This design comes from an exercise in tuning for small area on the open sky130 flow, not from production work. Only simulation tests tie the RTL to the original design; equivalence was not proved. No activity file was given, so power comes from the tool's default toggle rates.

## rev 12
==> module clk_div_multi, before the edit <==
module clk_div_multi #(
    parameter int          N_CH        = 4,
    parameter int          CH_W        = 2,
    parameter int          CNT_W       = 32,
    parameter int unsigned DEFAULT_DIV = 100000000
) (
    input  logic             clk,
    input  logic             rst,
    input  logic             sync,
    input  logic             wr_en,
    input  logic [CH_W-1:0]  wr_ch,
    input  logic [CNT_W-1:0] wr_div,
    output logic [N_CH-1:0]  clkout,
    output logic [N_CH-1:0]  tick,
    output logic [N_CH-1:0]  pending
);
    localparam int               HW      = CNT_W - 1;
    localparam logic [CNT_W-1:0] DEF_DIV = CNT_W'(DEFAULT_DIV);
    localparam logic             DEF_HZ  = (DEF_DIV[CNT_W-1:1] == '0);
    localparam logic [HW-1:0]    CNT_RST  = DEF_DIV[CNT_W-1:1];
    localparam logic [HW-1:0]    CNT_RST1 = CNT_RST - 1'b1;
    logic force_load;
    assign force_load = sync;
    logic fresh;
    always_ff @(posedge clk or posedge rst) begin
        if (rst) fresh <= 1'b1;
        else     fresh <= 1'b0;
    end
    logic             wr_hz;
    logic [CNT_W-1:0] wd;
    logic             wd_hz;
    assign wr_hz = (wr_div[CNT_W-1:1] == '0);
    assign wd    = fresh ? DEF_DIV : wr_div;
    assign wd_hz = fresh ? DEF_HZ : wr_hz;
    for (genvar i = 0; i < N_CH; i++) begin : g_ch
        logic [CNT_W-1:0] reg_a;
        logic [CNT_W-1:0] reg_b;
        logic             a_hz;
        logic             b_hz;
        logic [HW-1:0]    cnt_nq;
        logic [HW-1:0]    cnt_q;
        logic             ptr_q;
        logic             shd_q;
        logic             ph_q;
        logic             wr_hit;
        logic             d_hz, d_0;
        logic             d_zero, d_one;
        logic             cnt_hz;
        logic             p_end;
        logic [HW-1:0]    dec;
        logic             tick_c;
        logic             load;
        logic             ldv;
        logic             sw;
        logic             s_sel;
        logic             use_a, use_b, use_c;
        logic [HW-1:0]    cnt_n;
        logic [HW:0]      brw;
        logic             ptr_n;
        logic             shd_n;
        logic             ph_n;
        logic             wr_a, wr_b;
        always_comb begin
            cnt_q  = ~cnt_nq;
            wr_hit = wr_en && (wr_ch == CH_W'(i));
            d_hz   = ptr_q ? b_hz : a_hz;
            d_0    = ptr_q ? reg_b[0] : reg_a[0];
            d_zero = d_hz && !d_0;
            d_one  = d_hz && d_0;
            cnt_hz = (cnt_q[HW-1:1] == '0);
            p_end  = cnt_hz && (cnt_q[0] ^ (!ph_q && d_0));
            tick_c = p_end && (ph_q || d_one) && !fresh;
            load   = tick_c || d_zero || force_load;
            ldv    = load && !fresh;
            sw     = p_end && !ph_q;
            s_sel  = ptr_q ^ shd_q;
            use_a  = ldv ? !s_sel : (sw && !ptr_q && !fresh);
            use_b  = ldv ?  s_sel : (sw &&  ptr_q && !fresh);
            use_c  = !ldv && !sw && !fresh;
            brw[0] = 1'b1;
            for (int k = 0; k < HW; k++) begin
                dec[k]     = cnt_q[k] ^ brw[k];
                brw[k+1]   = brw[k] & !cnt_q[k];
            end
            cnt_n  = ({HW{use_a}} & reg_a[CNT_W-1:1]) |
                     ({HW{use_b}} & reg_b[CNT_W-1:1]) |
                     ({HW{use_c}} & dec) |
                     ({HW{fresh}} & (force_load ? CNT_RST : CNT_RST1));
            ph_n   = !load && (ph_q || p_end) && !fresh;
            ptr_n  = ptr_q ^ (load && shd_q);
            shd_n  = wr_hit || (shd_q && !load);
            wr_a   = wr_hit &&  ptr_n;
            wr_b   = wr_hit && !ptr_n;
        end
        always_ff @(posedge clk or posedge rst) begin
            if (rst) begin
                ptr_q <= 1'b0;
                shd_q <= 1'b0;
                ph_q  <= 1'b0;
            end else begin
                ptr_q <= ptr_n;
                shd_q <= shd_n;
                ph_q  <= ph_n;
            end
        end
        always_ff @(posedge clk) begin
            cnt_nq <= ~cnt_n;
            if (wr_a || fresh) begin
                reg_a <= wd;
                a_hz  <= wd_hz;
            end
            if (wr_b) begin
                reg_b <= wr_div;
                b_hz  <= wr_hz;
            end
        end
        assign clkout[i]  = ph_q;
        assign tick[i]    = tick_c;
        assign pending[i] = shd_q && (reg_a != reg_b);
    end
endmodule
==> flow/config.mk <==
export PLATFORM = sky130hd
export DESIGN_NAME = clk_div_multi
export DESIGN_NICKNAME = clk_div_multi
export VERILOG_FILES = /design/flow/design.v
export SDC_FILE = /design/flow/constraint.sdc
export NUM_CORES = 4
export LEC_CHECK = 0
export CAP_MARGIN = 5
export CORE_MARGIN = 2
export CORE_UTILIZATION = 40
export SLEW_MARGIN = 5
==> flow/constraint.sdc <==
create_clock -name core_clock -period 10.0 [get_ports {clk}]
set_input_delay 2.0000 -clock core_clock [delete_from_list [all_inputs] [get_ports {clk}]]
set_output_delay 2.0000 -clock core_clock [all_outputs]
set_load 0.01 [all_outputs]
standard.sh (not shown) runs the stock make flow with config.mk's settings and CLKGATE_MAP_FILE= SYNTH_SCRIPT=/design/flow/synth_recipe.tcl, a recipe that flattens the netlist after the stock synthesis.
==> flow/flow/run.sh <==
#!/bin/bash
# Own layout flow: the standard ORFS flow (standard.sh) with these changes.
#  1. Synthesis runs the standard flow's synthesis script (synth_recipe.tcl) unchanged, but with an
#     area-oriented ABC mapping script (flow/abc_area.script) and without Yosys's
#     half/full-adder extraction (ADDER_MAP_FILE empty), so ABC maps the counters'
#     ripple chains itself. Registers are untouched by either change.
#  2. CTS uses clkbuf_8 clock buffers, sink clusters of up to 16 flip-flops, and no
#     dummy loads.
#  3. Ports are buffered with buf_1.
# Every other step is standard.sh's, with the design's settings. Each make run's full
# output goes to its own log here; ORFS's per-step logs are under orfs/logs/.
set -euo pipefail
HERE=$(pwd)

# Synthesis scripts: ORFS's, with the ABC script replaced.
rm -rf "$HERE/synth_scripts"
cp -r "$FLOW_HOME/scripts" "$HERE/synth_scripts"
cp "$HERE/flow/abc_area.script" "$HERE/synth_scripts/abc_speed.script"

bash standard.sh SCRIPTS_DIR="$HERE/synth_scripts" ADDER_MAP_FILE= synth > "$HERE/synth.log" 2>&1

bash standard.sh \
  "CTS_ARGS=-sink_clustering_enable -repair_clock_nets -dont_use_dummy_load -buf_list sky130_fd_sc_hd__clkbuf_8 -sink_clustering_size 16 -sink_clustering_max_diameter 60" \
  "BUFFER_PORTS_ARGS=-buffer_cell sky130_fd_sc_hd__buf_1" \
  finish > "$HERE/layout.log" 2>&1
==> flow/flow/abc_area.script <==
&get -n
&st
&dch
&nf -R 1000 -p
&put
Rev 12 finished every step from synthesis to the final layout, and the layout passed the timing, design-rule and antenna checks.
Input changes introduced in rev 13 (baseline for comparison: rev 12):
--- a/flow/design.v
+++ b/flow/design.v
@@ -14,31 +14,25 @@
     output logic [N_CH-1:0]  tick,
     output logic [N_CH-1:0]  pending
 );
     localparam int               HW      = CNT_W - 1;
     localparam logic [CNT_W-1:0] DEF_DIV = CNT_W'(DEFAULT_DIV);
-    localparam logic             DEF_HZ  = (DEF_DIV[CNT_W-1:1] == '0);
     localparam logic [HW-1:0]    CNT_RST  = DEF_DIV[CNT_W-1:1];
     localparam logic [HW-1:0]    CNT_RST1 = CNT_RST - 1'b1;
     logic force_load;
     assign force_load = sync;
     logic fresh;
     always_ff @(posedge clk or posedge rst) begin
         if (rst) fresh <= 1'b1;
         else     fresh <= 1'b0;
     end
-    logic             wr_hz;
     logic [CNT_W-1:0] wd;
-    logic             wd_hz;
-    assign wr_hz = (wr_div[CNT_W-1:1] == '0);
     assign wd    = fresh ? DEF_DIV : wr_div;
-    assign wd_hz = fresh ? DEF_HZ : wr_hz;
     for (genvar i = 0; i < N_CH; i++) begin : g_ch
         logic [CNT_W-1:0] reg_a;
         logic [CNT_W-1:0] reg_b;
-        logic             a_hz;
-        logic             b_hz;
+        logic             first_q;
         logic [HW-1:0]    cnt_nq;
         logic [HW-1:0]    cnt_q;
         logic             ptr_q;
         logic             shd_q;
         logic             ph_q;
@@ -61,11 +55,11 @@
         logic             ph_n;
         logic             wr_a, wr_b;
         always_comb begin
             cnt_q  = ~cnt_nq;
             wr_hit = wr_en && (wr_ch == CH_W'(i));
-            d_hz   = ptr_q ? b_hz : a_hz;
+            d_hz   = first_q && (cnt_q == '0);
             d_0    = ptr_q ? reg_b[0] : reg_a[0];
             d_zero = d_hz && !d_0;
             d_one  = d_hz && d_0;
             cnt_hz = (cnt_q[HW-1:1] == '0);
             p_end  = cnt_hz && (cnt_q[0] ^ (!ph_q && d_0));
@@ -103,17 +97,16 @@
                 ph_q  <= ph_n;
             end
         end
         always_ff @(posedge clk) begin
             cnt_nq <= ~cnt_n;
+            first_q <= load;
             if (wr_a || fresh) begin
                 reg_a <= wd;
-                a_hz  <= wd_hz;
             end
             if (wr_b) begin
                 reg_b <= wr_div;
-                b_hz  <= wr_hz;
             end
         end
         assign clkout[i]  = ph_q;
         assign tick[i]    = tick_c;
         assign pending[i] = shd_q && (reg_a != reg_b);
[summary]
- Between rev 13 and rev 12, it is rev 13 whose routed wire length is lower, by about 1.2%.
- In the tables for rev 13 and rev 12, worst ir drop on vdd reads lower with rev 13.
- Compared with rev 12, rev 13 shows a proportion of power drawn by the clock network that is 5.8 points higher.
- Rev 13 vs rev 12, fraction of area in registers went down by 0.20 points.
- Re post-layout worst setup margin: rev 13 is 370 ps down on rev 12.
- Internal power (lower): rev 13
- Rev 13 falls short of rev 12 in final critical-path required period.
- Rev 13 vs rev 12 — number of multi-input combinational cells dropped by a few percent
- Between rev 13 and rev 12, it is rev 13 whose final cell area excluding filler cells is lower, by 1.2%.
- Looking at achievable frequency, rev 13 sits about 7% lower than rev 12 does.

-- port drivers added, routing unchanged --
No port has a modelled driver above. Below, the same layouts with a new extraction and two added sets of constraints. Step 1, drivers: a clkbuf_16 drives clk and a buf_2 each remaining input, both assumed. Step 2 times the ports against the registers' clock, not the clock port: input delays grow and output delays shrink by t, the midpoint of the rising clock arrivals with the driver on. a / b / c = no drivers / after step 1 / after step 2; a / b = the first two.
run	t, ns	slack for setup (ns)	latest minus earliest clock arrival (ns)	worst data-port slew with drivers (ns)
rev 12	0.651	5.228 / 5.182 / 5.259	0.049 / 0.049	0.07
rev 13	0.611	4.856 / 4.806 / 4.864	0.061 / 0.061	0.06
After both steps setup and hold are still met in every run listed.
